From an optimization exercise on the open Yosys and OpenROAD flow, aimed at small area, a short achievable clock period and few clock cycles per item; shortcuts taken in it are not production practice. At most, simulation tests tie the RTL to the original design; equivalence was not proved. For run 4, only the layout was checked, not whether the RTL still works.

$ cat config.mk
export PLATFORM = sky130hd
export DESIGN_NAME = nn_top
export DESIGN_NICKNAME = nn_top
export VERILOG_FILES = /design/flow/design.v
export SDC_FILE = /design/flow/constraint.sdc
export NUM_CORES = 4
export LEC_CHECK = 0
export ABC_AREA = 0
export ABC_CLOCK_PERIOD_IN_PS = 4000
export CAP_MARGIN = 20
export CORE_MARGIN = 2
export CORE_UTILIZATION = 40
export CTS_CLUSTER_DIAMETER = 80
export CTS_CLUSTER_SIZE = 24
export SETUP_SLACK_MARGIN = 5
export SLEW_MARGIN = 20
$ cat constraint.sdc
create_clock -name core_clock -period 12.0 [get_ports {clk}]
set_input_delay 2.4000 -clock core_clock [delete_from_list [all_inputs] [get_ports {clk}]]
set_output_delay 2.4000 -clock core_clock [all_outputs]
set_load 0.01 [all_outputs]
$ cat design.v
package nn_num_pkg;
    localparam int WORD_BITS = 16;
    localparam int FRAC_BITS = 8;
    localparam int INPUTS = 4;
    localparam int HIDDEN = 3;
    localparam int INPUT_IDX_BITS = $clog2(INPUTS);   
    typedef struct packed {
        logic                 sign;
        logic [WORD_BITS-2:0] body;
    } fix_fields_s;
    typedef union packed {
        logic signed [WORD_BITS-1:0] value;   
        fix_fields_s                 fields;
    } fix_word_u;
endpackage
package nn_seq_pkg;
    localparam int STEP_BITS = 2;
    localparam logic [STEP_BITS-1:0] LAST_WORD = 2'd3;
endpackage
`timescale 1ns/1ps
import nn_num_pkg::*;
import nn_seq_pkg::*;
module sample_loader (
    input  logic                 clk,
    input  logic                 rst_n,
    input  logic                 in_valid_d,
    output logic [STEP_BITS-1:0] count,     
    output logic                 x_valid,   
    output logic [STEP_BITS-1:0] x_step     
);
    always_ff @(posedge clk or negedge rst_n) begin
        if (!rst_n) begin
            count   <= '0;
            x_valid <= 1'b0;
            x_step  <= '0;
        end else begin
            x_valid <= in_valid_d;
            x_step  <= count;
            if (in_valid_d) begin
                count <= count + 1'b1;
            end
        end
    end
endmodule
`timescale 1ns/1ps
import nn_num_pkg::*;
module weight_loader (
    input  logic                                                                   clk,
    input  logic                                                                   rst_n,
    input  logic                                                                   in_valid_d,
    input  logic [nn_seq_pkg::STEP_BITS-1:0]                                       count,
    input  logic                                                                   in_valid_w1,
    input  logic [nn_num_pkg::WORD_BITS-1:0]                                                weight1,
    input  logic                                                                   in_valid_w2,
    input  logic [nn_num_pkg::WORD_BITS-1:0]                                                weight2,
    output logic [nn_num_pkg::HIDDEN-1:0][nn_num_pkg::WORD_BITS-1:0]                 w1_head,   
    output logic [nn_num_pkg::HIDDEN-1:0]                                            w1_ok,     
    output logic [nn_num_pkg::HIDDEN-1:0][nn_num_pkg::WORD_BITS-1:0]                 w2,
    output logic [nn_num_pkg::HIDDEN-1:0]                                            w2_ok
);
    localparam int W1_WORDS = HIDDEN * INPUTS;
    logic [3:0] n1;   
    logic [1:0] n2;   
    always_ff @(posedge clk or negedge rst_n) begin
        if (!rst_n) begin
            n1 <= '0;
            n2 <= '0;
        end else begin
            if (in_valid_w1 && n1 != 4'(W1_WORDS)) begin
                n1 <= n1 + 1'b1;
            end
            if (in_valid_w2 && n2 != 2'(HIDDEN)) begin
                n2 <= n2 + 1'b1;
            end
        end
    end
    logic [HIDDEN-1:0][INPUTS-1:0][WORD_BITS-1:0] w1;
    always_comb begin
        for (int j = 0; j < HIDDEN; j++) begin
            w1_head[j] = w1[j][0];
            w1_ok[j]   = (5'(n1) + 5'(j * INPUTS) + 5'(count)) >= 5'(W1_WORDS);
            w2_ok[j]   = (3'(n2) + 3'(j)) >= 3'(HIDDEN);
        end
    end
    always_ff @(posedge clk) begin
        if (in_valid_w1 || in_valid_d) begin
            for (int j = 0; j < HIDDEN; j++) begin
                for (int k = 0; k < INPUTS - 1; k++) begin
                    w1[j][k] <= w1[j][k+1];
                end
                if (in_valid_d) begin
                    w1[j][INPUTS-1] <= w1[j][0];
                end else if (j < HIDDEN - 1) begin
                    w1[j][INPUTS-1] <= w1[j+1][0];
                end else begin
                    w1[j][INPUTS-1] <= weight1;
                end
            end
        end
    end
    always_ff @(posedge clk) begin
        if (in_valid_w2) begin
            for (int j = 0; j < HIDDEN - 1; j++) begin
                w2[j] <= w2[j+1];
            end
            w2[HIDDEN-1] <= weight2;   
        end
    end
endmodule
`timescale 1ns/1ps
import nn_num_pkg::*;
import nn_seq_pkg::*;
module forward_engine (
    input  logic                                                                   clk,
    input  logic                                                                   rst_n,
    input  logic                                                                   in_valid_d,
    input  logic [nn_num_pkg::WORD_BITS-1:0]                                       data_point,
    input  logic [nn_seq_pkg::STEP_BITS-1:0]                                       count,
    input  logic                                                                   x_valid,
    input  logic [nn_seq_pkg::STEP_BITS-1:0]                                       x_step,
    input  logic [nn_num_pkg::HIDDEN-1:0][nn_num_pkg::WORD_BITS-1:0]                 w1_head,
    input  logic [nn_num_pkg::HIDDEN-1:0]                                            w1_ok,
    input  logic [nn_num_pkg::HIDDEN-1:0][nn_num_pkg::WORD_BITS-1:0]                 w2,
    input  logic [nn_num_pkg::HIDDEN-1:0]                                            w2_ok,
    output logic                                                                   out_valid,
    output logic [nn_num_pkg::WORD_BITS-1:0]                                       out
);
    logic                             s2_valid;
    logic                             s2_last;
    logic                             acc_clear;  
    logic                             out_mul;    
    logic                             out_sum;    
    logic [HIDDEN-1:0][WORD_BITS-1:0] mac_a;      
    logic [HIDDEN-1:0][7:0]           mac_one;    
    logic [HIDDEN-1:0][7:0]           mac_two;
    logic [HIDDEN-1:0][7:0]           mac_neg;
    logic [HIDDEN-1:0][7:0]           w1_one, w1_two, w1_neg;   
    logic [HIDDEN-1:0][7:0]           w2_one, w2_two, w2_neg;   
    logic [HIDDEN-1:0][WORD_BITS-1:0] pp_s;       
    logic [HIDDEN-1:0][WORD_BITS-1:0] pp_c;
    logic [HIDDEN-1:0]                pp_ci;
    logic [HIDDEN-1:0][WORD_BITS-1:0] row_s;      
    logic [HIDDEN-1:0][WORD_BITS-1:0] row_c;
    logic [HIDDEN-1:0]                row_ci;
    logic [HIDDEN-1:0][WORD_BITS-1:0] acc;        
    logic [HIDDEN-1:0][WORD_BITS-1:0] acc_sum;    
    logic [HIDDEN-1:0][WORD_BITS-1:0] acc_cs_s;
    logic [HIDDEN-1:0][WORD_BITS-1:0] acc_cs_c;
    always_ff @(posedge clk or negedge rst_n) begin
        if (!rst_n) begin
            s2_valid <= 1'b0;
            s2_last  <= 1'b0;
            out_mul  <= 1'b0;
            out_sum  <= 1'b0;
        end else begin
            s2_valid <= x_valid;
            s2_last  <= x_valid && (x_step == LAST_WORD);
            out_mul  <= s2_last;
            out_sum  <= out_mul;
        end
    end
    for (genvar j = 0; j < HIDDEN; j++) begin : g_enc
        booth_enc enc1_i (
            .b   (w1_head[j]),
            .ok  (w1_ok[j]),
            .one (w1_one[j]),
            .two (w1_two[j]),
            .neg (w1_neg[j])
        );
        booth_enc enc2_i (
            .b   (w2[j]),
            .ok  (w2_ok[j]),
            .one (w2_one[j]),
            .two (w2_two[j]),
            .neg (w2_neg[j])
        );
    end
    always_ff @(posedge clk) begin
        for (int j = 0; j < HIDDEN; j++) begin
            if (in_valid_d) begin
                mac_a[j]   <= data_point;
                mac_one[j] <= w1_one[j];
                mac_two[j] <= w1_two[j];
                mac_neg[j] <= w1_neg[j];
            end else begin
                mac_a[j]   <= acc_sum[j][WORD_BITS-1] ? '0 : acc_sum[j];
                mac_one[j] <= w2_one[j];
                mac_two[j] <= w2_two[j];
                mac_neg[j] <= w2_neg[j];
            end
        end
    end
    for (genvar j = 0; j < HIDDEN; j++) begin : g_pp
        booth_pp pp_i (
            .a   (mac_a[j]),
            .one (mac_one[j]),
            .two (mac_two[j]),
            .neg (mac_neg[j]),
            .s   (pp_s[j]),
            .c   (pp_c[j]),
            .ci  (pp_ci[j])
        );
    end
    always_ff @(posedge clk) begin
        row_s  <= pp_s;
        row_c  <= pp_c;
        row_ci <= pp_ci;
    end
    always_comb begin
        for (int j = 0; j < HIDDEN; j++) begin
            acc_cs_s[j] = acc[j] ^ row_s[j] ^ row_c[j];
            acc_cs_c[j] = WORD_BITS'({(acc[j] & row_s[j]) | (acc[j] & row_c[j]) | (row_s[j] & row_c[j]), 1'b0});
            acc_sum[j]  = acc_cs_s[j] + acc_cs_c[j] + WORD_BITS'(row_ci[j]);
        end
    end
    assign acc_clear = (count == '0) && !x_valid && !s2_valid;
    always_ff @(posedge clk) begin
        if (s2_valid) begin
            acc <= acc_sum;
        end else if (acc_clear) begin
            acc <= '0;
        end
    end
    logic [WORD_BITS-1:0] out_total;
    out_sum out_sum_i (
        .s  (row_s),
        .c  (row_c),
        .ci (row_ci),
        .y  (out_total)
    );
    always_ff @(posedge clk or negedge rst_n) begin
        if (!rst_n) begin
            out_valid <= 1'b0;
            out       <= '0;
        end else if (out_sum) begin
            out_valid <= 1'b1;
            out       <= out_total;
        end else begin
            out_valid <= 1'b0;
            out       <= '0;
        end
    end
endmodule
module booth_pp (
    input  logic [15:0] a,     
    input  logic [7:0]  one,   
    input  logic [7:0]  two,   
    input  logic [7:0]  neg,   
    output logic [15:0] s,     
    output logic [15:0] c,
    output logic        ci     
);
    logic [16:0] ax;
    assign ax = {a[15], a};
    logic [7:0][16:0] pp;
    always_comb begin
        for (int k = 0; k < 8; k++) begin
            pp[k][0] = (one[k] & ax[0]) ^ neg[k];
            for (int i = 1; i < 17; i++) begin
                pp[k][i] = ((one[k] & ax[i]) | (two[k] & ax[i-1])) ^ neg[k];
            end
            pp[k][16] = ~pp[k][16];
        end
    end
    logic s1, k2;
    assign s1 = neg[5] ^ pp[0][10];
    assign k2 = neg[5] & pp[0][10];
    logic s3, k4;
    assign s3 = pp[0][11] ^ pp[1][9];
    assign k4 = pp[0][11] & pp[1][9];
    logic s5, k6;
    assign s5 = neg[6] ^ pp[0][12] ^ pp[1][10];
    assign k6 = (neg[6] & pp[0][12]) | (neg[6] & pp[1][10]) | (pp[0][12] & pp[1][10]);
    logic s7, k8;
    assign s7 = pp[2][8] ^ pp[3][6];
    assign k8 = pp[2][8] & pp[3][6];
    logic s9, k10;
    assign s9 = pp[0][13] ^ pp[1][11] ^ pp[2][9];
    assign k10 = (pp[0][13] & pp[1][11]) | (pp[0][13] & pp[2][9]) | (pp[1][11] & pp[2][9]);
    logic s11, k12;
    assign s11 = pp[3][7] ^ pp[4][5];
    assign k12 = pp[3][7] & pp[4][5];
    logic s13, k14;
    assign s13 = neg[7] ^ pp[0][14] ^ pp[1][12];
    assign k14 = (neg[7] & pp[0][14]) | (neg[7] & pp[1][12]) | (pp[0][14] & pp[1][12]);
    logic s15, k16;
    assign s15 = pp[2][10] ^ pp[3][8] ^ pp[4][6];
    assign k16 = (pp[2][10] & pp[3][8]) | (pp[2][10] & pp[4][6]) | (pp[3][8] & pp[4][6]);
    logic s17, k18;
    assign s17 = pp[5][4] ^ pp[6][2];
    assign k18 = pp[5][4] & pp[6][2];
    logic s19, k20;
    assign s19 = pp[0][15] ^ pp[1][13] ^ pp[2][11];
    assign k20 = (pp[0][15] & pp[1][13]) | (pp[0][15] & pp[2][11]) | (pp[1][13] & pp[2][11]);
    logic s21, k22;
    assign s21 = pp[3][9] ^ pp[4][7] ^ pp[5][5];
    assign k22 = (pp[3][9] & pp[4][7]) | (pp[3][9] & pp[5][5]) | (pp[4][7] & pp[5][5]);
    logic s23, k24;
    assign s23 = pp[6][3] ^ pp[7][1];
    assign k24 = pp[6][3] & pp[7][1];
    logic s25, k26;
    assign s25 = 1'b1 ^ pp[0][16] ^ pp[1][14];
    assign k26 = (1'b1 & pp[0][16]) | (1'b1 & pp[1][14]) | (pp[0][16] & pp[1][14]);
    logic s27, k28;
    assign s27 = pp[2][12] ^ pp[3][10] ^ pp[4][8];
    assign k28 = (pp[2][12] & pp[3][10]) | (pp[2][12] & pp[4][8]) | (pp[3][10] & pp[4][8]);
    logic s29, k30;
    assign s29 = pp[5][6] ^ pp[6][4] ^ pp[7][2];
    assign k30 = (pp[5][6] & pp[6][4]) | (pp[5][6] & pp[7][2]) | (pp[6][4] & pp[7][2]);
    logic s31, k32;
    assign s31 = 1'b1 ^ pp[1][15] ^ pp[2][13];
    assign k32 = (1'b1 & pp[1][15]) | (1'b1 & pp[2][13]) | (pp[1][15] & pp[2][13]);
    logic s33, k34;
    assign s33 = pp[3][11] ^ pp[4][9] ^ pp[5][7];
    assign k34 = (pp[3][11] & pp[4][9]) | (pp[3][11] & pp[5][7]) | (pp[4][9] & pp[5][7]);
    logic s35, k36;
    assign s35 = pp[6][5] ^ pp[7][3];
    assign k36 = pp[6][5] & pp[7][3];
    logic s37, k38;
    assign s37 = pp[1][16] ^ pp[2][14] ^ pp[3][12];
    assign k38 = (pp[1][16] & pp[2][14]) | (pp[1][16] & pp[3][12]) | (pp[2][14] & pp[3][12]);
    logic s39, k40;
    assign s39 = pp[4][10] ^ pp[5][8] ^ pp[6][6];
    assign k40 = (pp[4][10] & pp[5][8]) | (pp[4][10] & pp[6][6]) | (pp[5][8] & pp[6][6]);
    logic s41, k42;
    assign s41 = 1'b1 ^ pp[2][15] ^ pp[3][13];
    assign k42 = (1'b1 & pp[2][15]) | (1'b1 & pp[3][13]) | (pp[2][15] & pp[3][13]);
    logic s43, k44;
    assign s43 = pp[4][11] ^ pp[5][9];
    assign k44 = pp[4][11] & pp[5][9];
    logic s45, k46;
    assign s45 = pp[2][16] ^ pp[3][14] ^ pp[4][12];
    assign k46 = (pp[2][16] & pp[3][14]) | (pp[2][16] & pp[4][12]) | (pp[3][14] & pp[4][12]);
    logic s47, k48;
    assign s47 = 1'b1 ^ pp[3][15];
    assign k48 = 1'b1 & pp[3][15];
    logic s49, k50;
    assign s49 = neg[3] ^ pp[0][6];
    assign k50 = neg[3] & pp[0][6];
    logic s51, k52;
    assign s51 = pp[0][7] ^ pp[1][5];
    assign k52 = pp[0][7] & pp[1][5];
    logic s53, k54;
    assign s53 = neg[4] ^ pp[0][8] ^ pp[1][6];
    assign k54 = (neg[4] & pp[0][8]) | (neg[4] & pp[1][6]) | (pp[0][8] & pp[1][6]);
    logic s55, k56;
    assign s55 = pp[2][4] ^ pp[3][2];
    assign k56 = pp[2][4] & pp[3][2];
    logic s57, k58;
    assign s57 = pp[0][9] ^ pp[1][7] ^ pp[2][5];
    assign k58 = (pp[0][9] & pp[1][7]) | (pp[0][9] & pp[2][5]) | (pp[1][7] & pp[2][5]);
    logic s59, k60;
    assign s59 = pp[3][3] ^ pp[4][1];
    assign k60 = pp[3][3] & pp[4][1];
    logic s61, k62;
    assign s61 = pp[1][8] ^ pp[2][6] ^ pp[3][4];
    assign k62 = (pp[1][8] & pp[2][6]) | (pp[1][8] & pp[3][4]) | (pp[2][6] & pp[3][4]);
    logic s63, k64;
    assign s63 = pp[4][2] ^ pp[5][0] ^ s1;
    assign k64 = (pp[4][2] & pp[5][0]) | (pp[4][2] & s1) | (pp[5][0] & s1);
    logic s65, k66;
    assign s65 = pp[2][7] ^ pp[3][5] ^ pp[4][3];
    assign k66 = (pp[2][7] & pp[3][5]) | (pp[2][7] & pp[4][3]) | (pp[3][5] & pp[4][3]);
    logic s67, k68;
    assign s67 = pp[5][1] ^ k2 ^ s3;
    assign k68 = (pp[5][1] & k2) | (pp[5][1] & s3) | (k2 & s3);
    logic s69, k70;
    assign s69 = pp[4][4] ^ pp[5][2] ^ pp[6][0];
    assign k70 = (pp[4][4] & pp[5][2]) | (pp[4][4] & pp[6][0]) | (pp[5][2] & pp[6][0]);
    logic s71, k72;
    assign s71 = k4 ^ s7 ^ s5;
    assign k72 = (k4 & s7) | (k4 & s5) | (s7 & s5);
    logic s73, k74;
    assign s73 = pp[5][3] ^ pp[6][1] ^ k8;
    assign k74 = (pp[5][3] & pp[6][1]) | (pp[5][3] & k8) | (pp[6][1] & k8);
    logic s75, k76;
    assign s75 = s11 ^ k6 ^ s9;
    assign k76 = (s11 & k6) | (s11 & s9) | (k6 & s9);
    logic s77, k78;
    assign s77 = pp[7][0] ^ k12 ^ s17;
    assign k78 = (pp[7][0] & k12) | (pp[7][0] & s17) | (k12 & s17);
    logic s79, k80;
    assign s79 = k10 ^ s13 ^ s15;
    assign k80 = (k10 & s13) | (k10 & s15) | (s13 & s15);
    logic s81, k82;
    assign s81 = k18 ^ s23 ^ k14;
    assign k82 = (k18 & s23) | (k18 & k14) | (s23 & k14);
    logic s83, k84;
    assign s83 = k16 ^ s19 ^ s21;
    assign k84 = (k16 & s19) | (k16 & s21) | (s19 & s21);
    logic s85, k86;
    assign s85 = k24 ^ k20 ^ k22;
    assign k86 = (k24 & k20) | (k24 & k22) | (k20 & k22);
    logic s87, k88;
    assign s87 = s25 ^ s27 ^ s29;
    assign k88 = (s25 & s27) | (s25 & s29) | (s27 & s29);
    logic s89, k90;
    assign s89 = s35 ^ k26 ^ k28;
    assign k90 = (s35 & k26) | (s35 & k28) | (k26 & k28);
    logic s91, k92;
    assign s91 = k30 ^ s31 ^ s33;
    assign k92 = (k30 & s31) | (k30 & s33) | (s31 & s33);
    logic s93, k94;
    assign s93 = pp[7][4] ^ k36 ^ k32;
    assign k94 = (pp[7][4] & k36) | (pp[7][4] & k32) | (k36 & k32);
    logic s95, k96;
    assign s95 = k34 ^ s37 ^ s39;
    assign k96 = (k34 & s37) | (k34 & s39) | (s37 & s39);
    logic s97, k98;
    assign s97 = pp[6][7] ^ pp[7][5] ^ s43;
    assign k98 = (pp[6][7] & pp[7][5]) | (pp[6][7] & s43) | (pp[7][5] & s43);
    logic s99, k100;
    assign s99 = k38 ^ k40 ^ s41;
    assign k100 = (k38 & k40) | (k38 & s41) | (k40 & s41);
    logic s101, k102;
    assign s101 = pp[5][10] ^ pp[6][8] ^ pp[7][6];
    assign k102 = (pp[5][10] & pp[6][8]) | (pp[5][10] & pp[7][6]) | (pp[6][8] & pp[7][6]);
    logic s103, k104;
    assign s103 = k44 ^ k42 ^ s45;
    assign k104 = (k44 & k42) | (k44 & s45) | (k42 & s45);
    logic s105, k106;
    assign s105 = pp[4][13] ^ pp[5][11] ^ pp[6][9];
    assign k106 = (pp[4][13] & pp[5][11]) | (pp[4][13] & pp[6][9]) | (pp[5][11] & pp[6][9]);
    logic s107, k108;
    assign s107 = pp[7][7] ^ s47 ^ k46;
    assign k108 = (pp[7][7] & s47) | (pp[7][7] & k46) | (s47 & k46);
    logic s109, k110;
    assign s109 = pp[3][16] ^ pp[4][14] ^ pp[5][12];
    assign k110 = (pp[3][16] & pp[4][14]) | (pp[3][16] & pp[5][12]) | (pp[4][14] & pp[5][12]);
    logic s111, k112;
    assign s111 = pp[6][10] ^ pp[7][8] ^ k48;
    assign k112 = (pp[6][10] & pp[7][8]) | (pp[6][10] & k48) | (pp[7][8] & k48);
    logic s113, k114;
    assign s113 = 1'b1 ^ pp[4][15] ^ pp[5][13];
    assign k114 = (1'b1 & pp[4][15]) | (1'b1 & pp[5][13]) | (pp[4][15] & pp[5][13]);
    logic s115, k116;
    assign s115 = pp[6][11] ^ pp[7][9];
    assign k116 = pp[6][11] & pp[7][9];
    logic s117, k118;
    assign s117 = neg[2] ^ pp[0][4];
    assign k118 = neg[2] & pp[0][4];
    logic s119, k120;
    assign s119 = pp[0][5] ^ pp[1][3];
    assign k120 = pp[0][5] & pp[1][3];
    logic s121, k122;
    assign s121 = pp[1][4] ^ pp[2][2] ^ pp[3][0];
    assign k122 = (pp[1][4] & pp[2][2]) | (pp[1][4] & pp[3][0]) | (pp[2][2] & pp[3][0]);
    logic s123, k124;
    assign s123 = pp[2][3] ^ pp[3][1] ^ k50;
    assign k124 = (pp[2][3] & pp[3][1]) | (pp[2][3] & k50) | (pp[3][1] & k50);
    logic s125, k126;
    assign s125 = pp[4][0] ^ k52 ^ s55;
    assign k126 = (pp[4][0] & k52) | (pp[4][0] & s55) | (k52 & s55);
    logic s127, k128;
    assign s127 = k56 ^ s59 ^ k54;
    assign k128 = (k56 & s59) | (k56 & k54) | (s59 & k54);
    logic s129, k130;
    assign s129 = k60 ^ k58 ^ s61;
    assign k130 = (k60 & k58) | (k60 & s61) | (k58 & s61);
    logic s131, k132;
    assign s131 = k62 ^ s65 ^ k64;
    assign k132 = (k62 & s65) | (k62 & k64) | (s65 & k64);
    logic s133, k134;
    assign s133 = k66 ^ s69 ^ k68;
    assign k134 = (k66 & s69) | (k66 & k68) | (s69 & k68);
    logic s135, k136;
    assign s135 = k70 ^ s73 ^ k72;
    assign k136 = (k70 & s73) | (k70 & k72) | (s73 & k72);
    logic s137, k138;
    assign s137 = k74 ^ s77 ^ k76;
    assign k138 = (k74 & s77) | (k74 & k76) | (s77 & k76);
    logic s139, k140;
    assign s139 = k78 ^ k80 ^ s81;
    assign k140 = (k78 & k80) | (k78 & s81) | (k80 & s81);
    logic s141, k142;
    assign s141 = k82 ^ k84 ^ s85;
    assign k142 = (k82 & k84) | (k82 & s85) | (k84 & s85);
    logic s143, k144;
    assign s143 = k86 ^ k88 ^ s89;
    assign k144 = (k86 & k88) | (k86 & s89) | (k88 & s89);
    logic s145, k146;
    assign s145 = k90 ^ k92 ^ s93;
    assign k146 = (k90 & k92) | (k90 & s93) | (k92 & s93);
    logic s147, k148;
    assign s147 = k94 ^ s97 ^ k96;
    assign k148 = (k94 & s97) | (k94 & k96) | (s97 & k96);
    logic s149, k150;
    assign s149 = s101 ^ k98 ^ k100;
    assign k150 = (s101 & k98) | (s101 & k100) | (k98 & k100);
    logic s151, k152;
    assign s151 = k102 ^ s105 ^ k104;
    assign k152 = (k102 & s105) | (k102 & k104) | (s105 & k104);
    logic s153, k154;
    assign s153 = k106 ^ s109 ^ s111;
    assign k154 = (k106 & s109) | (k106 & s111) | (s109 & s111);
    logic s155, k156;
    assign s155 = s115 ^ k110 ^ s113;
    assign k156 = (s115 & k110) | (s115 & s113) | (k110 & s113);
    logic s157, k158;
    assign s157 = neg[1] ^ pp[0][2];
    assign k158 = neg[1] & pp[0][2];
    logic s159, k160;
    assign s159 = pp[0][3] ^ pp[1][1];
    assign k160 = pp[0][3] & pp[1][1];
    logic s161, k162;
    assign s161 = pp[1][2] ^ pp[2][0] ^ s117;
    assign k162 = (pp[1][2] & pp[2][0]) | (pp[1][2] & s117) | (pp[2][0] & s117);
    logic s163, k164;
    assign s163 = pp[2][1] ^ k118 ^ s119;
    assign k164 = (pp[2][1] & k118) | (pp[2][1] & s119) | (k118 & s119);
    logic s165, k166;
    assign s165 = k120 ^ s49 ^ s121;
    assign k166 = (k120 & s49) | (k120 & s121) | (s49 & s121);
    logic s167, k168;
    assign s167 = s51 ^ k122 ^ s123;
    assign k168 = (s51 & k122) | (s51 & s123) | (k122 & s123);
    logic s169, k170;
    assign s169 = s53 ^ k124 ^ s125;
    assign k170 = (s53 & k124) | (s53 & s125) | (k124 & s125);
    logic s171, k172;
    assign s171 = s57 ^ k126 ^ s127;
    assign k172 = (s57 & k126) | (s57 & s127) | (k126 & s127);
    logic s173, k174;
    assign s173 = k128 ^ s63 ^ s129;
    assign k174 = (k128 & s63) | (k128 & s129) | (s63 & s129);
    logic s175, k176;
    assign s175 = s67 ^ k130 ^ s131;
    assign k176 = (s67 & k130) | (s67 & s131) | (k130 & s131);
    logic s177, k178;
    assign s177 = s71 ^ k132 ^ s133;
    assign k178 = (s71 & k132) | (s71 & s133) | (k132 & s133);
    logic s179, k180;
    assign s179 = s75 ^ k134 ^ s135;
    assign k180 = (s75 & k134) | (s75 & s135) | (k134 & s135);
    logic s181, k182;
    assign s181 = s79 ^ k136 ^ s137;
    assign k182 = (s79 & k136) | (s79 & s137) | (k136 & s137);
    logic s183, k184;
    assign s183 = s83 ^ k138 ^ s139;
    assign k184 = (s83 & k138) | (s83 & s139) | (k138 & s139);
    logic s185, k186;
    assign s185 = s87 ^ k140 ^ s141;
    assign k186 = (s87 & k140) | (s87 & s141) | (k140 & s141);
    logic s187, k188;
    assign s187 = s91 ^ k142 ^ s143;
    assign k188 = (s91 & k142) | (s91 & s143) | (k142 & s143);
    logic s189, k190;
    assign s189 = s95 ^ k144 ^ s145;
    assign k190 = (s95 & k144) | (s95 & s145) | (k144 & s145);
    logic s191, k192;
    assign s191 = s99 ^ k146 ^ s147;
    assign k192 = (s99 & k146) | (s99 & s147) | (k146 & s147);
    logic s193, k194;
    assign s193 = s103 ^ k148 ^ s149;
    assign k194 = (s103 & k148) | (s103 & s149) | (k148 & s149);
    logic s195, k196;
    assign s195 = s107 ^ k150 ^ s151;
    assign k196 = (s107 & k150) | (s107 & s151) | (k150 & s151);
    logic s197, k198;
    assign s197 = k108 ^ s153 ^ k152;
    assign k198 = (k108 & s153) | (k108 & k152) | (s153 & k152);
    logic s199, k200;
    assign s199 = k112 ^ s155 ^ k154;
    assign k200 = (k112 & s155) | (k112 & k154) | (s155 & k154);
    logic [23:0] ra, rb;
    logic [8:0]  lo;
    assign ra = {k198, k196, k194, k192, k190, k188, k186, k184, k182, k180, k178, k176, k174, k172, k170, k168, k166, k164, k162, k160, k158, s157, pp[0][1], neg[0]};
    assign rb = {s199, s197, s195, s193, s191, s189, s187, s185, s183, s181, s179, s177, s175, s173, s171, s169, s167, s165, s163, s161, s159, pp[1][0], 1'b0, pp[0][0]};
    assign lo = {1'b0, ra[7:0]} + {1'b0, rb[7:0]};
    assign s  = ra[23:8];
    assign c  = rb[23:8];
    assign ci = lo[8];
endmodule
module booth_enc (
    input  logic [15:0] b,
    input  logic        ok,
    output logic [7:0]  one,
    output logic [7:0]  two,
    output logic [7:0]  neg
);
    logic [16:0] bx;
    assign bx = {b, 1'b0};
    always_comb begin
        for (int k = 0; k < 8; k++) begin
            one[k] = ok & (bx[2*k+1] ^ bx[2*k]);
            two[k] = ok & ((bx[2*k+2] & ~bx[2*k+1] & ~bx[2*k]) | (~bx[2*k+2] & bx[2*k+1] & bx[2*k]));
            neg[k] = ok & bx[2*k+2];
        end
    end
endmodule
module out_sum (
    input  logic [2:0][15:0] s,
    input  logic [2:0][15:0] c,
    input  logic [2:0]       ci,
    output logic [15:0]      y
);
    function automatic logic [15:0] csa_s(input logic [15:0] x, input logic [15:0] y, input logic [15:0] z);
        csa_s = x ^ y ^ z;
    endfunction
    function automatic logic [15:0] csa_c(input logic [15:0] x, input logic [15:0] y, input logic [15:0] z);
        csa_c = (x & y) | (x & z) | (y & z);
    endfunction
    logic [15:0] a, b, c2, d, e, f, g, h;
    logic [15:0] ab, cd, ef, gh;
    assign a  = csa_s(s[0], c[0], s[1]);
    assign ab = csa_c(s[0], c[0], s[1]);
    assign b  = {ab[14:0], ci[1]};
    assign c2 = csa_s(c[1], s[2], c[2]);
    assign cd = csa_c(c[1], s[2], c[2]);
    assign d  = {cd[14:0], ci[2]};
    assign e  = csa_s(a, b, c2);
    assign ef = csa_c(a, b, c2);
    assign f  = {ef[14:0], 1'b0};
    assign g  = csa_s(e, f, d);
    assign gh = csa_c(e, f, d);
    assign h  = {gh[14:0], 1'b0};
    assign y  = g + h + {15'b0, ci[0]};
endmodule
`timescale 1ns/1ps
import nn_num_pkg::*;
import nn_seq_pkg::*;
module nn_top (
    input  logic        clk,
    input  logic        rst_n,
    input  logic        in_valid_d,
    input  logic        in_valid_w1,
    input  logic        in_valid_w2,
    input  logic [15:0] data_point,
    input  logic [15:0] weight1,
    input  logic [15:0] weight2,
    output logic        out_valid,
    output logic [15:0] out
);
    logic                                         x_valid;
    logic [STEP_BITS-1:0]                         x_step;
    logic [STEP_BITS-1:0]                         count;
    logic [HIDDEN-1:0][WORD_BITS-1:0]             w1_head;
    logic [HIDDEN-1:0]                            w1_ok;
    logic [HIDDEN-1:0][WORD_BITS-1:0]             w2;
    logic [HIDDEN-1:0]                            w2_ok;
    sample_loader sample_loader_i (
        .clk          (clk),
        .rst_n        (rst_n),
        .in_valid_d   (in_valid_d),
        .count        (count),
        .x_valid      (x_valid),
        .x_step       (x_step)
    );
    weight_loader weight_loader_i (
        .clk         (clk),
        .rst_n       (rst_n),
        .in_valid_d  (in_valid_d),
        .count       (count),
        .in_valid_w1 (in_valid_w1),
        .weight1     (weight1),
        .in_valid_w2 (in_valid_w2),
        .weight2     (weight2),
        .w1_head     (w1_head),
        .w1_ok       (w1_ok),
        .w2          (w2),
        .w2_ok       (w2_ok)
    );
    forward_engine forward_engine_i (
        .clk          (clk),
        .rst_n        (rst_n),
        .in_valid_d   (in_valid_d),
        .data_point   (data_point),
        .count        (count),
        .x_valid      (x_valid),
        .x_step       (x_step),
        .w1_head      (w1_head),
        .w2           (w2),
        .w1_ok        (w1_ok),
        .w2_ok        (w2_ok),
        .out_valid    (out_valid),
        .out          (out)
    );
endmodule
$ cat flow/run.sh
#!/bin/bash
set -euo pipefail
MARGIN=${MARGIN:-8.8}
TNS=${TNS:-100}
PORTBUF=${PORTBUF:-sky130_fd_sc_hd__buf_2}
# The standard synthesis, unchanged
bash standard.sh synth > synth.log 2>&1
# The rest of the standard flow with the wider repair margin
sed -e "s/SETUP_SLACK_MARGIN=[-0-9.]*/SETUP_SLACK_MARGIN=$MARGIN TNS_END_PERCENT=$TNS BUFFER_PORTS_ARGS='-buffer_cell $PORTBUF'/" standard.sh > layout.sh
grep -q "SETUP_SLACK_MARGIN=$MARGIN" layout.sh
bash layout.sh finish > layout.log 2>&1
$ cat standard.sh
#!/bin/bash
# synth_recipe.tcl (not shown) runs the flow's synth.tcl, then flattens the netlist and writes it again
# the make line also repeats each setting of config.mk as NAME=value (left out here)
make -C /OpenROAD-flow-scripts/flow DESIGN_CONFIG=/design/flow/config.mk WORK_HOME=/design/flow/orfs CLKGATE_MAP_FILE= SYNTH_SCRIPT=/design/flow/synth_recipe.tcl "${@:-finish}"
==> impl_metrics.csv, run 1 <==
group,metric,value,unit
status,outcome,"finished clean",
layout,drive_gt1_share,13.8,%
sta,finalSetupViolations,0,
critical_path,crit_required,12.53,ns
route,dr_total_vias,22900,
grt,grt-ovfl-total,0,
sta,fin_crit,3.59,ns
layout,syn2layout_area_growth,9.27,%
critical_path,worstSetupEndpointType,"flip-flop",
sta,finalCritPeriodShare,30.0,%
synth,synthCells,3142,
sta,hold_viol_final,0,
critical_path,cp-start-kind,"flip-flop",
flow_run,drv_cap,0,
sta,fin_ws,8.41,ns
clocking,cts-htree-levels,1,
floorplan,die-area,90800,µm²
grt,antenna_found_initial,0,
placement,io_buffers,69,
synth,synth_seq_cells,537,
layout,final_cell_mix,"inv_1, fa_1, a22oi_1, xnor2_1, edfxtp_1",
clocking,clock-sinks,537,
grt,grt_first_pass_wirelength,140,mm
route,wirelength,92.7,mm
sta,max_freq,278,MHz
floorplan,die_w,301,µm
critical_path,reg2reg_depth,13,
placement,dp_slack,6.45,ns
floorplan,start_util,40.2,%
placement,dpl.hpwl,67.1,mm
floorplan,die_h,301,µm
synth,synth_area,35400,µm²
clocking,clock_latency,0.64,ns
clocking,clockBufferDepth,3,
clocking,root_buffer,"clkbuf_16",
min_path,hold_path.class,"flip-flop to flip-flop",
route,firstDrtPassIters,6,
synth,synthesis.area_per_instance,11.3,µm²
clocking,tritoncts,"yes",
route,wire_per_inst,21.7,µm
sta,finalClockSkew,0.0239,ns
placement,post_dp_cell_area,36700,µm²
layout,fin_cells,4272,
sta,holdWs,0.358,ns
critical_path,crit_type,"flip-flop to flip-flop",
critical_path,crit_fanout,4,
route,drt-vias-per-instance,5.35,
synth,syn-num-nets,3676,
critical_path,cp.arrival,4.12,ns
sta,final.setup.tns,0,ns
grt,grt_util_all_layers,20.3,%
clocking,path_clk_slew,0.09,ns
synth,yosysUniqueCellTypes,57,
grt,grt_pass1_vias,22500,
synth,seq_area_frac_synth,39.0,%
route,drcViolationCount,0,
route,drt_iter0_drc,2352,
sta,slew_violations,0,
route,ant_nets,0,
min_path,hold_depth,0,
synth,yosys_warnings,6,
floorplan,std_cell_rows,109,
layout,final_nets,3615,
layout,final_util,43.9,%
sta,worstMarginPinSlew,0.930,ns
placement,finalWeightedCongestion,0.892,
floorplan,fp.coreArea,88000,µm²
sta,slew_headroom,38.0,%
floorplan,num_io_pins,70,
synth,ys.flop_type,"edfxtp_1",
grt,grt_max_degree,60,
layout,design_area,38600,µm²
clocking,cts_buffers,31,
sta,rsz0062_at_grt,"true",
synth,postSynth.asyncResetShare,5.96,%
synth,synth-edff-count,288,
placement,placed_cells,4179,
layout,final_common_cell,"inv_1",
## layout make-up
type / instances / area, µm²
Inverter: 354 / 1330
Timing Repair Buffer: 125 / 975
Clock inverter: 15 / 183
Fill cell: 8264 / 49300
Multi-Input combinational cell: 2032 / 19800
Antenna cell: 1 / 2.50
Sequential cell: 537 / 14000
Clock buffer: 43 / 831
Tap cell: 1165 / 1460
## logic make-up after synthesis
kind of cell / synth area share [%]
AOI/OAI and AO/OA: 12.8
xor gates and xnor gates: 11.9
adders and majority gates: 24.2
buffers and inverters: 6.13
DFF: 39.0
muxes: 1.65
and+or+nand+nor: 4.29
## critical path, stage by stage, from the launching register on
cell	delay [ns]
dfxtp_1	0.36
inv_1	0.11
fa_1	0.47
fa_1	0.55
inv_1	0.06
fa_1	0.55
ha_4	0.33
and3_4	0.20
o211ai_1	0.09
o21bai_2	0.20
nand4_1	0.13
a21oi_2	0.17
xnor2_1	0.09
and2_1	0.17
## per-layer routing
| metal | global-route usage (%) | part of all wire, % |
|---|---|---|
| met2 | 31.1 | 45 |
| met5 | 0 | 0 |
| met3 | 3.09 | 6.7 |
| met4 | 5.50 | 2.9 |
| met1 | 29.9 | 46 |
## path summary, 6_finish.rpt
path / startpoint / endpoint / slack, ns
hold reg to reg: forward_engine_i.out_mul / forward_engine_i.out_sum / 0.36
setup / recovery: forward_engine_i.row_c[9] / forward_engine_i.out[15] / 8.41
max in group asynchronous: rst_n / forward_engine_i.out_valid / 9.52
hold / removal: forward_engine_i.out_mul / forward_engine_i.out_sum / 0.36
setup reg to reg: forward_engine_i.row_c[9] / forward_engine_i.out[15] / 8.41
min in group asynchronous: rst_n / weight_loader_i.n1[0] / 1.90
## sequential cells by signal, indices dropped and copies added (netlist names), 3 cells and up
signal,cells
weight_loader_i.n1,4
weight_loader_i.w2,48
forward_engine_i.mac_a,46
forward_engine_i.mac_neg,24
forward_engine_i.row_s,48
forward_engine_i.row_c,48
weight_loader_i.w1,192
forward_engine_i.out,16
forward_engine_i.mac_two,24
forward_engine_i.acc,48
forward_engine_i.row_ci,3
forward_engine_i.mac_one,24
## cell usage after synthesis (12+ instances only)
cell type,instances,share of area (%)
a21o_1,27,0.57
a21oi_1,100,1.4
a22o_1,26,0.64
a22oi_1,321,6.8
and2_1,21,0.37
buf_1,15,0.16
clkbuf_1,205,2.2
dfrtp_1,32,2.3
dfxtp_1,217,12
edfxtp_1,288,24
fa_1,337,19
ha_1,144,5.1
inv_1,350,3.7
mux2_2,51,1.6
nand2_1,123,1.3
nand3_1,12,0.17
nor2_1,154,1.6
o21ai_0,80,1.1
o22ai_1,45,0.80
xnor2_1,321,8.0
xor2_1,161,4.0
## repair_timing
action | in CTS | in global routing
pin swaps | 16 | 32
setup buffers | 10 | 17
hold buffers | 0 | 0
gates cloned | 4 | 3
endpoints found under the setup margin | 421 | 162
resized for setup | 121 | 104
Testbench counts, summed over its fixed seeds: cycles 12,808, items 1,600.
==> inputs of run 2 (changes only) <==
--- a/design.v
+++ b/design.v
@@ -178,14 +178,14 @@
     always_ff @(posedge clk) begin
         for (int j = 0; j < HIDDEN; j++) begin
-            if (in_valid_d) begin
-                mac_a[j]   <= data_point;
-                mac_one[j] <= w1_one[j];
-                mac_two[j] <= w1_two[j];
-                mac_neg[j] <= w1_neg[j];
-            end else begin
+            if (s2_last) begin
                 mac_a[j]   <= acc_sum[j][WORD_BITS-1] ? '0 : acc_sum[j];
                 mac_one[j] <= w2_one[j];
                 mac_two[j] <= w2_two[j];
                 mac_neg[j] <= w2_neg[j];
+            end else begin
+                mac_a[j]   <= data_point;
+                mac_one[j] <= w1_one[j];
+                mac_two[j] <= w1_two[j];
+                mac_neg[j] <= w1_neg[j];
             end
         end
--- a/flow/run.sh
+++ b/flow/run.sh
@@ -1,6 +1,6 @@
 #!/bin/bash
 set -euo pipefail
-MARGIN=${MARGIN:-8.8}
-TNS=${TNS:-100}
+MARGIN=${MARGIN:-8.4}
+TNS=${TNS:-20}
 PORTBUF=${PORTBUF:-sky130_fd_sc_hd__buf_2}
 # The standard synthesis, unchanged
==> run 2 against run 1 <==
Compared with the run above: synthesized area grew 0.74%; critical path depth is the same; sequential share of layout area grew 0.20 points; largest cell class unchanged.
==> impl_metrics.csv, run 2 <==
group,metric,value,unit
status,outcome,"finished clean",
layout,regMostFlops,"weight_loader_i.w1",
critical_path,crit_path_start,"forward_engine_i.row_c[17]",
layout,fill_cells,8358,
route,wire_per_inst,20.6,µm
min_path,hold_path.class,"flip-flop to flip-flop",
placement,dpl.hpwl,65.3,mm
grt,grt_first_pass_wirelength,135,mm
synth,synth-edff-count,288,
critical_path,ff2ff_setup_slack,8.37,ns
critical_path,cp.arrival,4.11,ns
synth,synthTopCellsByArea,"edfxtp_1, fa_1, dfxtp_1",
clocking,cts_hold_buf,0,
sta,finalSetupViolations,0,
layout,fin_cells,4229,
synth,synth_area,35600,µm²
route,dr_total_vias,22500,
sta,hold_viol_final,0,
sta,finalClockSkew,0.0654,ns
sta,fin_crit,3.63,ns
critical_path,cp-start-kind,"flip-flop",
sta,worstMarginPinSlew,1.14,ns
clocking,cts_buffers,28,
synth,synth_seq_cells,537,
synth,synthCells,3145,
critical_path,r2r-start,"forward_engine_i.row_c[17]",
route,ant_nets,0,
synth,synth_top_cell_area_share,24.3,%
critical_path,reg2reg_to,"forward_engine_i.out[15]",
layout,drive_gt1_share,9.20,%
synth,synthesis.area_per_instance,11.3,µm²
route,wirelength,87.0,mm
floorplan,num_io_pins,70,
critical_path,crit_type,"flip-flop to flip-flop",
clocking,clock_latency,0.64,ns
clocking,root_buffer,"clkbuf_16",
synth,postSynth.asyncResetShare,5.96,%
grt,grt_pass1_vias,22500,
floorplan,std_cell_rows,109,
clocking,path_clk_slew,0.09,ns
layout,num_antenna_cells,0,
clocking,tritoncts,"yes",
floorplan,die-area,91400,µm²
placement,finalWeightedCongestion,0.872,
sta,max_freq,275,MHz
synth,ys.flop_type,"edfxtp_1",
synth,yosys_warnings,6,
sta,finalCritPeriodShare,30.3,%
layout,syn2layout_area_growth,6.20,%
sta,final.setup.tns,0,ns
synth,seq_area_frac_synth,38.7,%
route,drcViolationCount,0,
floorplan,fp.coreArea,88400,µm²
floorplan,die_w,302,µm
grt,grt_util_all_layers,19.2,%
sta,slew_violations,0,
route,firstDrtPassIters,6,
layout,largest_reg_flops,192,
sta,rsz0062_at_grt,"true",
critical_path,worstSetupEndpointType,"flip-flop",
critical_path,reg2reg_depth,13,
layout,final_cell_mix,"inv_1, fa_1, a22oi_1, xnor2_1, edfxtp_1",
grt,grt_max_degree,87,
route,drt_iter0_drc,1849,
layout,final_nets,3576,
critical_path,critPathCapture,"forward_engine_i.out[15]",
grt,antenna_found_initial,3,
route,drt-vias-per-instance,5.32,
layout,final_common_cell,"inv_1",
synth,yosys-top-cells-count,"inv_1, fa_1, a22oi_1",
floorplan,die_h,302,µm
sta,slew_headroom,23.8,%
clocking,cts-htree-levels,1,
floorplan,start_util,40.3,%
clocking,clockBufferDepth,3,
clocking,clock-sinks,537,
synth,synth_largest_area_cell,"edfxtp_1",
placement,io_buffers,69,
critical_path,crit_fanout,3,
flow_run,drv_cap,0,
grt,grt-ovfl-total,0,
placement,placed_cells,4170,
critical_path,crit_required,12.48,ns
synth,syn-num-nets,3679,
synth,synth_most_common_cell,"inv_1",
synth,yosysUniqueCellTypes,70,
==> run 2: cell count changes after synthesis, sizes merged, moves of 4 or more <==
| cell | before | now |
|---|---|---|
| nand2b | 6 | 18 |
| nand2 | 123 | 108 |
| or2b | 0 | 6 |
| clkbuf | 205 | 187 |
| buf | 16 | 37 |
| nor2 | 154 | 150 |
==> run 2: kinds of logic after synthesis <==
logic type                 synth area share [%]
AOI/OAI and AO/OA                          13.1
buffers and inverters                      6.25
DFF                                        38.7
xor gates and xnor gates                   11.9
adders and majority gates                  24.0
and+or+nand+nor                            4.47
muxes                                      1.61
==> run 2: per-stage QoR <==
step / worst slack [ns] / util [%] / cell area [µm²] / hold WS [ns]
global route: 8.22 / 42.8 / 37800 / 0.376
global placement: 6.92 / 41.5 / 36600 / 0.333
detailed placement: 6.92 / 41.5 / 36600 / 0.339
floorplan: 7.47 / - / 35600 / 0.331
CTS: 8.39 / 42.7 / 37700 / 0.364
finish: 8.37 / 42.8 / 37800 / 0.360
==> run 2: worst min path at each step <==
stage,from,end,slack (ns),cells past startpoint
after global routing,forward_engine_i.out_mul,forward_engine_i.out_sum,0.38,0
after detailed placement,forward_engine_i.out_mul,forward_engine_i.out_sum,0.34,0
after CTS,forward_engine_i.out_mul,forward_engine_i.out_sum,0.36,0
final,forward_engine_i.out_mul,forward_engine_i.out_sum,0.36,0
after floorplan,forward_engine_i.out_mul,forward_engine_i.out_sum,0.33,0
after global placement,forward_engine_i.out_mul,forward_engine_i.out_sum,0.33,0
==> run 2: metal layers <==
| layer | global-route usage, % | vias up | wire length (µm) |
|---|---|---|---|
| met4 | 4.57 | 2 | 2130 |
| met3 | 2.99 | 95 | 5870 |
| li1 | - | 10400 | - |
| met1 | 28.6 | 11300 | 40200 |
| met5 | 0 | - | 13 |
| met2 | 29.5 | 782 | 38800 |
==> run 2: timing repair <==
action                                  in CTS  in global routing
cloned                                       1                  0
gates resized for setup                     28                 21
setup buffers                                3                  3
pin swaps                                    9                 12
endpoints found under the setup margin     155                152
==> run 2: critical path, cell delays in order (launching register included) <==
cell and delay [ns]:
dfxtp_2 0.35, fa_1 0.54, inv_2 0.04, fa_1 0.52, inv_1 0.05, fa_1 0.58
ha_4 0.22, a211o_1 0.34, a211oi_4 0.29, o21bai_2 0.12, nand4_1 0.10, a21oi_2 0.06
xnor2_1 0.11, and2_1 0.19
==> run 2: layout make-up <==
class	instances	area, µm²	area share [%]
inverter	353	1330	3.50
sequential	537	13800	36.5
timing repair buffer	90	527	1.39
clock inverter	9	95.1	0.251
tap	1165	1460	3.85
multi-input combinational	2032	19800	52.3
clock buffer	43	810	2.14
Testbench counts of run 2, summed over its fixed seeds: cycles 12,808, items 1,600.
==> inputs of run 3 (changes only) <==
--- a/design.v
+++ b/design.v
@@ -178,14 +178,14 @@
     always_ff @(posedge clk) begin
         for (int j = 0; j < HIDDEN; j++) begin
-            if (s2_last) begin
-                mac_a[j]   <= acc_sum[j][WORD_BITS-1] ? '0 : acc_sum[j];
-                mac_one[j] <= w2_one[j];
-                mac_two[j] <= w2_two[j];
-                mac_neg[j] <= w2_neg[j];
-            end else begin
+            if (in_valid_d) begin
                 mac_a[j]   <= data_point;
                 mac_one[j] <= w1_one[j];
                 mac_two[j] <= w1_two[j];
                 mac_neg[j] <= w1_neg[j];
+            end else begin
+                mac_a[j]   <= acc_sum[j][WORD_BITS-1] ? '0 : acc_sum[j];
+                mac_one[j] <= w2_one[j];
+                mac_two[j] <= w2_two[j];
+                mac_neg[j] <= w2_neg[j];
             end
         end
--- a/flow/run.sh
+++ b/flow/run.sh
@@ -1,5 +1,5 @@
 #!/bin/bash
 set -euo pipefail
-MARGIN=${MARGIN:-8.4}
+MARGIN=${MARGIN:-8.5}
 TNS=${TNS:-20}
 PORTBUF=${PORTBUF:-sky130_fd_sc_hd__buf_2}
==> run 3 against run 2 <==
Compared with the run above: still clean on timing, DRC and antenna; wire length rose by 4.5%; critical path depth fell by 1; via count increased by 0.90%; largest cell class unchanged.
==> impl_metrics.csv, run 3 <==
group,metric,value,unit
status,outcome,"finished clean",
layout,final_nets,3587,
critical_path,crit_fanout,5,
floorplan,start_util,40.2,%
clocking,cts-htree-levels,1,
floorplan,fp.coreArea,88000,µm²
critical_path,crit_path_start,"forward_engine_i.row_s[7]",
sta,rsz0062_at_grt,"true",
sta,final.setup.tns,0,ns
route,firstDrtPassIters,6,
grt,antenna_found_initial,0,
route,dr_total_vias,22700,
route,drcViolationCount,0,
critical_path,reg2reg_depth,12,
min_path,hold_depth,0,
min_path,hold_path.class,"flip-flop to flip-flop",
sta,worstMarginPinSlew,1.02,ns
critical_path,crit_required,12.52,ns
placement,post_dp_cell_area,36500,µm²
synth,synth_compound_area_share,12.8,%
synth,synth_largest_area_cell,"edfxtp_1",
synth,synthSimpleGateAreaFrac,4.29,%
grt,grt_max_degree,79,
route,ant_nets,0,
synth,muxShareOfSynthArea,1.65,%
layout,fill_cells,8282,
floorplan,die_w,301,µm
synth,yosysUniqueCellTypes,57,
critical_path,ff2ff_setup_slack,8.40,ns
critical_path,crit_type,"flip-flop to flip-flop",
synth,yosys-top-cells-count,"inv_1, fa_1, a22oi_1, xnor2_1, edfxtp_1",
grt,grt_util_all_layers,20.1,%
sta,finalClockSkew,0.0262,ns
layout,drive_gt1_share,9.84,%
synth,synth_top_family_by_area,"adder cells",
placement,io_buffers,69,
floorplan,num_io_pins,70,
sta,finalSetupViolations,0,
layout,final_cell_mix,"inv_1, fa_1, a22oi_1, xnor2_1, edfxtp_1",
clocking,clock_latency,0.64,ns
layout,syn2layout_area_growth,7.29,%
sta,finalCritPeriodShare,30.0,%
synth,synth_area,35400,µm²
layout,num_antenna_cells,0,
floorplan,std_cell_rows,109,
synth,synthesis.area_per_instance,11.3,µm²
layout,largest_reg_flops,192,
route,wirelength,90.9,mm
synth,synthTopCellsByArea,"edfxtp_1, fa_1, dfxtp_1",
placement,dpl.hpwl,66.9,mm
grt,grt_pass1_vias,22500,
critical_path,reg2reg_to,"forward_engine_i.out[14]",
flow_run,drv_cap,0,
synth,synth_most_common_cell,"inv_1",
critical_path,worstSetupEndpointType,"flip-flop",
synth,seq_area_frac_synth,39.0,%
synth,synth-edff-count,288,
critical_path,r2r-start,"forward_engine_i.row_s[7]",
sta,slew_violations,0,
placement,finalWeightedCongestion,0.883,
synth,synth_seq_cells,537,
clocking,clockBufferDepth,3,
min_path,worst_hold_path.endpoint,"forward_engine_i.out_mul",
sta,fin_crit,3.60,ns
synth,ys.flop_type,"edfxtp_1",
clocking,clock-sinks,537,
critical_path,cp-start-kind,"flip-flop",
clocking,cts_hold_buf,0,
layout,final_common_cell,"inv_1",
layout,regMostFlops,"weight_loader_i.w1",
grt,grt_first_pass_wirelength,140,mm
placement,placed_cells,4171,
synth,yosys_warnings,6,
route,drt_iter0_drc,2197,
route,wire_per_inst,21.4,µm
route,drt-vias-per-instance,5.35,
min_path,worstHoldStart,"forward_engine_i.s2_last",
clocking,root_buffer,"clkbuf_16",
layout,fin_cells,4243,
floorplan,die-area,90800,µm²
synth,syn-num-nets,3676,
clocking,tritoncts,"yes",
critical_path,cp.arrival,4.13,ns
synth,synthXorXnorAreaFrac,11.9,%
grt,grt-ovfl-total,0,
clocking,path_clk_slew,0.10,ns
sta,hold_viol_final,0,
layout,design_area,37900,µm²
clocking,cts_buffers,31,
sta,slew_headroom,32.0,%
synth,synth_top_cell_area_share,24.5,%
synth,synthCells,3142,
floorplan,die_h,301,µm
synth,postSynth.asyncResetShare,5.96,%
sta,max_freq,278,MHz
synth,synth_fa_ha_area_share,24.2,%
-- run 3: cell types whose count changed after synthesis, moves of 4 or more --
cell	delta
o21ai_2	-12
nand2b_1	-12
nand2_1	+17
clkbuf_1	+19
or2b_2	-6
nor2_1	+4
o21ai_0	+31
buf_2	-16
o21ai_1	-18
-- run 3: through the flow --
step	setup slack, ns	hold WS (ns)	utilization (%)
CTS	8.31	0.359	42.8
global route	8.29	0.378	43.1
detailed placement	6.42	0.338	41.4
finish	8.40	0.355	43.1
floorplan	7.49	0.331	-
global placement	6.46	0.336	41.4
-- run 3: routing by layer --
metal | wire length, µm | up-vias | share of wire (%) | global-route usage, %
met4 | 2650 | 0 | 2.9 | 5.57
met5 | 0 | - | 0 | 0
met2 | 41300 | 794 | 45 | 31.4
met3 | 5970 | 124 | 6.6 | 3.28
met1 | 40900 | 11400 | 45 | 29.1
li1 | - | 10400 | - | -
-- run 3: layout make-up --
cell class              count  area, µm²  share of cell area (%)
clock buffers              42        827                    2.18
clock inverters            16        223                   0.587
inverters                 354       1330                    3.51
multi-input cells        2032      19600                    51.7
flip-flops and latches    537      13900                    36.5
well taps                1165       1460                    3.84
repair buffers             97        636                    1.68
-- run 3: worst max-delay path: stages (launching register included) --
cell and delay, ns:
dfxtp_1 0.38, inv_1 0.12, fa_1 0.52, fa_1 0.55, inv_1 0.06, fa_1 0.59
ha_4 0.23, a21o_1 0.16, a21o_1 0.18, a21oi_2 0.17, a31o_2 0.22, nor4b_2 0.06
a211o_1 0.24
-- run 3: cells by family (layout without fill, tap and decap cells) --
logic type / Yosys count / count (layout)
adders and majority gates: 481 / 481
DFF: 537 / 537
and+or+nand+nor: 354 / 356
buffers and inverters: 575 / 509
xor gates and xnor gates: 482 / 482
AOI/OAI and AO/OA: 661 / 661
muxes: 52 / 52
-- run 3: repair_timing --
item | 4_1_cts | 5_1_grt
gates cloned | 2 | 1
pin swaps | 4 | 16
buffers inserted | 3 | 7
endpoints found under the setup margin | 289 | 179
resized for setup | 21 | 71
-- run 3: worst max path at each step --
stage               slack, ns  cells after the start                       end
floorplan                7.49                      3     weight_loader_i.w1[0]
global placement         6.46                      4    weight_loader_i.w1[74]
detailed placement       6.42                      4    weight_loader_i.w1[74]
CTS                      8.31                     13  forward_engine_i.out[14]
global route             8.29                     13  forward_engine_i.out[13]
finish                   8.40                     12  forward_engine_i.out[14]
Testbench counts of run 3, summed over its fixed seeds: cycles 12,808, items 1,600.
==> inputs of run 4 (changes only) <==
--- a/design.v
+++ b/design.v
@@ -131,4 +131,5 @@
     logic                             out_mul;    
     logic                             out_sum;    
+    logic [WORD_BITS-1:0]             x;          
     logic [HIDDEN-1:0][WORD_BITS-1:0] mac_a;      
     logic [HIDDEN-1:0][7:0]           mac_one;    
@@ -177,12 +178,11 @@
     end
     always_ff @(posedge clk) begin
+        x <= data_point;
         for (int j = 0; j < HIDDEN; j++) begin
             if (in_valid_d) begin
-                mac_a[j]   <= data_point;
                 mac_one[j] <= w1_one[j];
                 mac_two[j] <= w1_two[j];
                 mac_neg[j] <= w1_neg[j];
             end else begin
-                mac_a[j]   <= acc_sum[j][WORD_BITS-1] ? '0 : acc_sum[j];
                 mac_one[j] <= w2_one[j];
                 mac_two[j] <= w2_two[j];
@@ -190,4 +190,13 @@
             end
         end
+    end
+    always_comb begin
+        for (int j = 0; j < HIDDEN; j++) begin
+            if (out_mul) begin
+                mac_a[j] = acc[j][WORD_BITS-1] ? '0 : acc[j];
+            end else begin
+                mac_a[j] = x;
+            end
+        end
     end
     for (genvar j = 0; j < HIDDEN; j++) begin : g_pp
==> run 4 against run 3 <==
Compared with the run above: still clean; worst hold slack better by 0.022 ns; global-route usage up 1.7 points; synthesized area down 1.1%; register-to-register slack worse by 0.25 ns; critical endpoint unchanged; wire length up 8.4%; maximum frequency down 6.4%; count of clock-buffer cells in the layout up 11.
==> impl_metrics.csv, run 4 <==
group,metric,value,unit
status,outcome,"finished clean",
route,ant_nets,0,
layout,largest_reg_flops,192,
sta,final.setup.tns,0,ns
clocking,tritoncts,"yes",
layout,fill_cells,7799,
sta,finalCritPeriodShare,32.1,%
route,drt_iter0_drc,2226,
synth,synth_top_cell_area_share,24.7,%
grt,grt_first_pass_wirelength,150,mm
placement,dpl.hpwl,66.6,mm
synth,ys.flop_type,"edfxtp_1",
flow_run,drv_cap,0,
sta,fin_crit,3.85,ns
layout,syn2layout_area_growth,17.9,%
sta,slew_headroom,21.8,%
critical_path,cp-start-kind,"flip-flop",
grt,antenna_found_initial,0,
clocking,cts_buffers,36,
grt,grt-ovfl-total,0,
synth,seq_area_frac_synth,37.7,%
floorplan,fp.coreArea,86800,µm²
critical_path,crit_required,12.47,ns
route,firstDrtPassIters,5,
synth,synth-edff-count,288,
sta,max_freq,260,MHz
layout,regMostFlops,"weight_loader_i.w1",
floorplan,start_util,40.3,%
sta,finalClockSkew,0.0414,ns
layout,multi_input_area,21300,µm²
critical_path,worstSetupEndpointType,"flip-flop",
layout,design_area,41200,µm²
route,wirelength,98.5,mm
synth,synthTopCellsByArea,"edfxtp_1, fa_1, dfxtp_1",
min_path,worstHoldStart,"forward_engine_i.s2_last",
route,drt-vias-per-instance,5.44,
synth,synth_largest_area_cell,"edfxtp_1",
clocking,path_clk_slew,0.09,ns
critical_path,reg2reg_depth,12,
synth,yosysUniqueCellTypes,65,
critical_path,reg2reg_to,"forward_engine_i.out[14]",
synth,synth_area,35000,µm²
sta,worstMarginPinSlew,1.17,ns
floorplan,num_io_pins,70,
sta,rsz0062_at_grt,"true",
clocking,clockBufferDepth,3,
critical_path,ff2ff_setup_slack,8.15,ns
clocking,cts_hold_buf,0,
critical_path,crit_type,"flip-flop to flip-flop",
synth,synth_most_common_cell,"inv_1",
floorplan,std_cell_rows,108,
min_path,hold_path.class,"flip-flop to flip-flop",
route,dr_total_vias,24100,
placement,post_dp_cell_area,36100,µm²
layout,final_common_cell,"inv_1",
synth,postSynth.asyncResetShare,6.31,%
synth,synth_seq_cells,507,
layout,final_cell_mix,"inv_1, xnor2_1, edfxtp_1, fa_1, a22oi_1",
layout,final_nets,3784,
min_path,worst_hold_path.endpoint,"forward_engine_i.out_mul",
grt,grt_pass1_vias,24300,
floorplan,die_w,300,µm
layout,final_util,47.5,%
synth,synthCells,3102,
sta,slew_violations,0,
clocking,clock_latency,0.61,ns
route,drcViolationCount,0,
critical_path,r2r-start,"forward_engine_i.row_s[33]",
placement,io_buffers,69,
layout,num_antenna_cells,0,
route,wire_per_inst,22.2,µm
clocking,clock-sinks,507,
critical_path,cp.arrival,4.32,ns
synth,syn-num-nets,3636,
synth,synthesis.area_per_instance,11.3,µm²
layout,regArea,13200,µm²
clocking,root_buffer,"clkbuf_16",
sta,finalSetupViolations,0,
clocking,cts-htree-levels,2,
critical_path,crit_fanout,3,
min_path,hold_depth,0,
synth,yosys_warnings,6,
grt,grt_util_all_layers,21.8,%
floorplan,die-area,89800,µm²
synth,yosys-top-cells-count,"inv_1, fa_1, a22oi_1",
floorplan,die_h,300,µm
layout,drive_gt1_share,23.2,%
placement,finalWeightedCongestion,0.905,
sta,hold_viol_final,0,
grt,grt_max_degree,83,
==> run 4: cell families after synthesis <==
family	count (synthesis)	synth area share (%)
AND/OR/NAND/NOR	366	4.81
flip-flops	507	37.7
buffers and inverters	569	6.26
multiplexers	60	1.90
adder cells (fa/ha/maj)	481	24.5
XOR/XNOR	462	11.6
AO/OA/AOI/OAI	657	13.3
==> run 4: layout make-up <==
cell class                 count  share of cell area [%]
inverter                     370                    3.37
clock inverter                13                   0.513
multi-input combinational   2039                    51.6
clock buffer                  53                    2.52
tap                         1155                    3.51
sequential                   507                    32.1
timing repair buffer         296                    6.40
==> run 4: through the flow <==
step           worst slack, ns  cells  hold slack, ns
2_1_floorplan             7.33   3102           0.331
3_3_place_gp              7.39   4149           0.358
3_5_place_dp              7.37   4149           0.357
4_1_cts                   8.09   4395           0.385
5_1_grt                   7.99   4433           0.409
6_report                  8.15   4433           0.377
==> run 4: worst max-delay path, cell delays in order, from the launching register on <==
cell,delay [ns]
dfxtp_4,0.38
fa_1,0.54
inv_1,0.05
fa_1,0.48
inv_1,0.05
fa_1,0.51
fa_2,0.42
a211o_1,0.31
a2111oi_4,0.39
nor3_2,0.09
o31ai_2,0.26
o21ai_1,0.14
mux2i_1,0.13
==> run 4: how the worst max path moves through the flow <==
stage / from / end / slack [ns] / cells after the start
6_report: forward_engine_i.row_s[33] / forward_engine_i.out[14] / 8.15 / 12
5_1_grt: forward_engine_i.row_s[1] / forward_engine_i.out[12] / 7.99 / 12
4_1_cts: forward_engine_i.row_s[33] / forward_engine_i.out[12] / 8.09 / 12
3_5_place_dp: in_valid_d / weight_loader_i.w1[172] / 7.37 / 3
3_3_place_gp: in_valid_d / weight_loader_i.w1[188] / 7.39 / 3
2_1_floorplan: in_valid_d / weight_loader_i.w1[0] / 7.33 / 4
==> run 4: per-layer routing <==
layer  part of all wire (%)  vias to the layer above  track usage [%]  routed length (µm)
li1                       -                    10800                -                   -
met1                     44                    12100             30.8               42900
met2                     45                     1010             33.7               44000
met3                    7.1                      215             3.25                7000
met4                    4.7                        0             8.73                4630
met5                      0                        -                0                   0
==> run 4: repair_timing <==
action / 4_1_cts / 5_1_grt
pin swaps: 150 / 109
gates cloned: 16 / 3
buffers inserted: 164 / 35
gates resized for setup: 366 / 112
setup endpoints to repair: 278 / 300

## afterwards: timing with drivers on the ports
The results above use ideal ports. As a check the final layouts listed here were re-extracted and re-timed, cells and wires unchanged. Step 1 assumes that a clkbuf_16 drives the clock port and a buf_2 every other input. Step 2 moves the port delays by t, midway between the first and last clock arrival at a register: inputs arrive t later, outputs are due t later. That takes back most of the time a late clock gives input paths. a / b / c = no drivers / after step 1 / after step 2; a / b = the first two.
run	t, ns	setup slack, ns	slew at the worst register clock pin (ns)
run 1	0.703	8.406 / 8.394 / 8.095	0.10 / 0.10
run 2	0.683	8.367 / 8.367 / 7.869	0.10 / 0.10
run 3	0.696	8.398 / 8.398 / 7.933	0.10 / 0.10
run 4	0.654	8.151 / 8.151 / 7.938	0.10 / 0.10
After both steps every run listed still meets setup and hold. The setup slack of run 2, which loses most, moves by 0.000 ns with the drivers and by -0.498 ns with both steps.
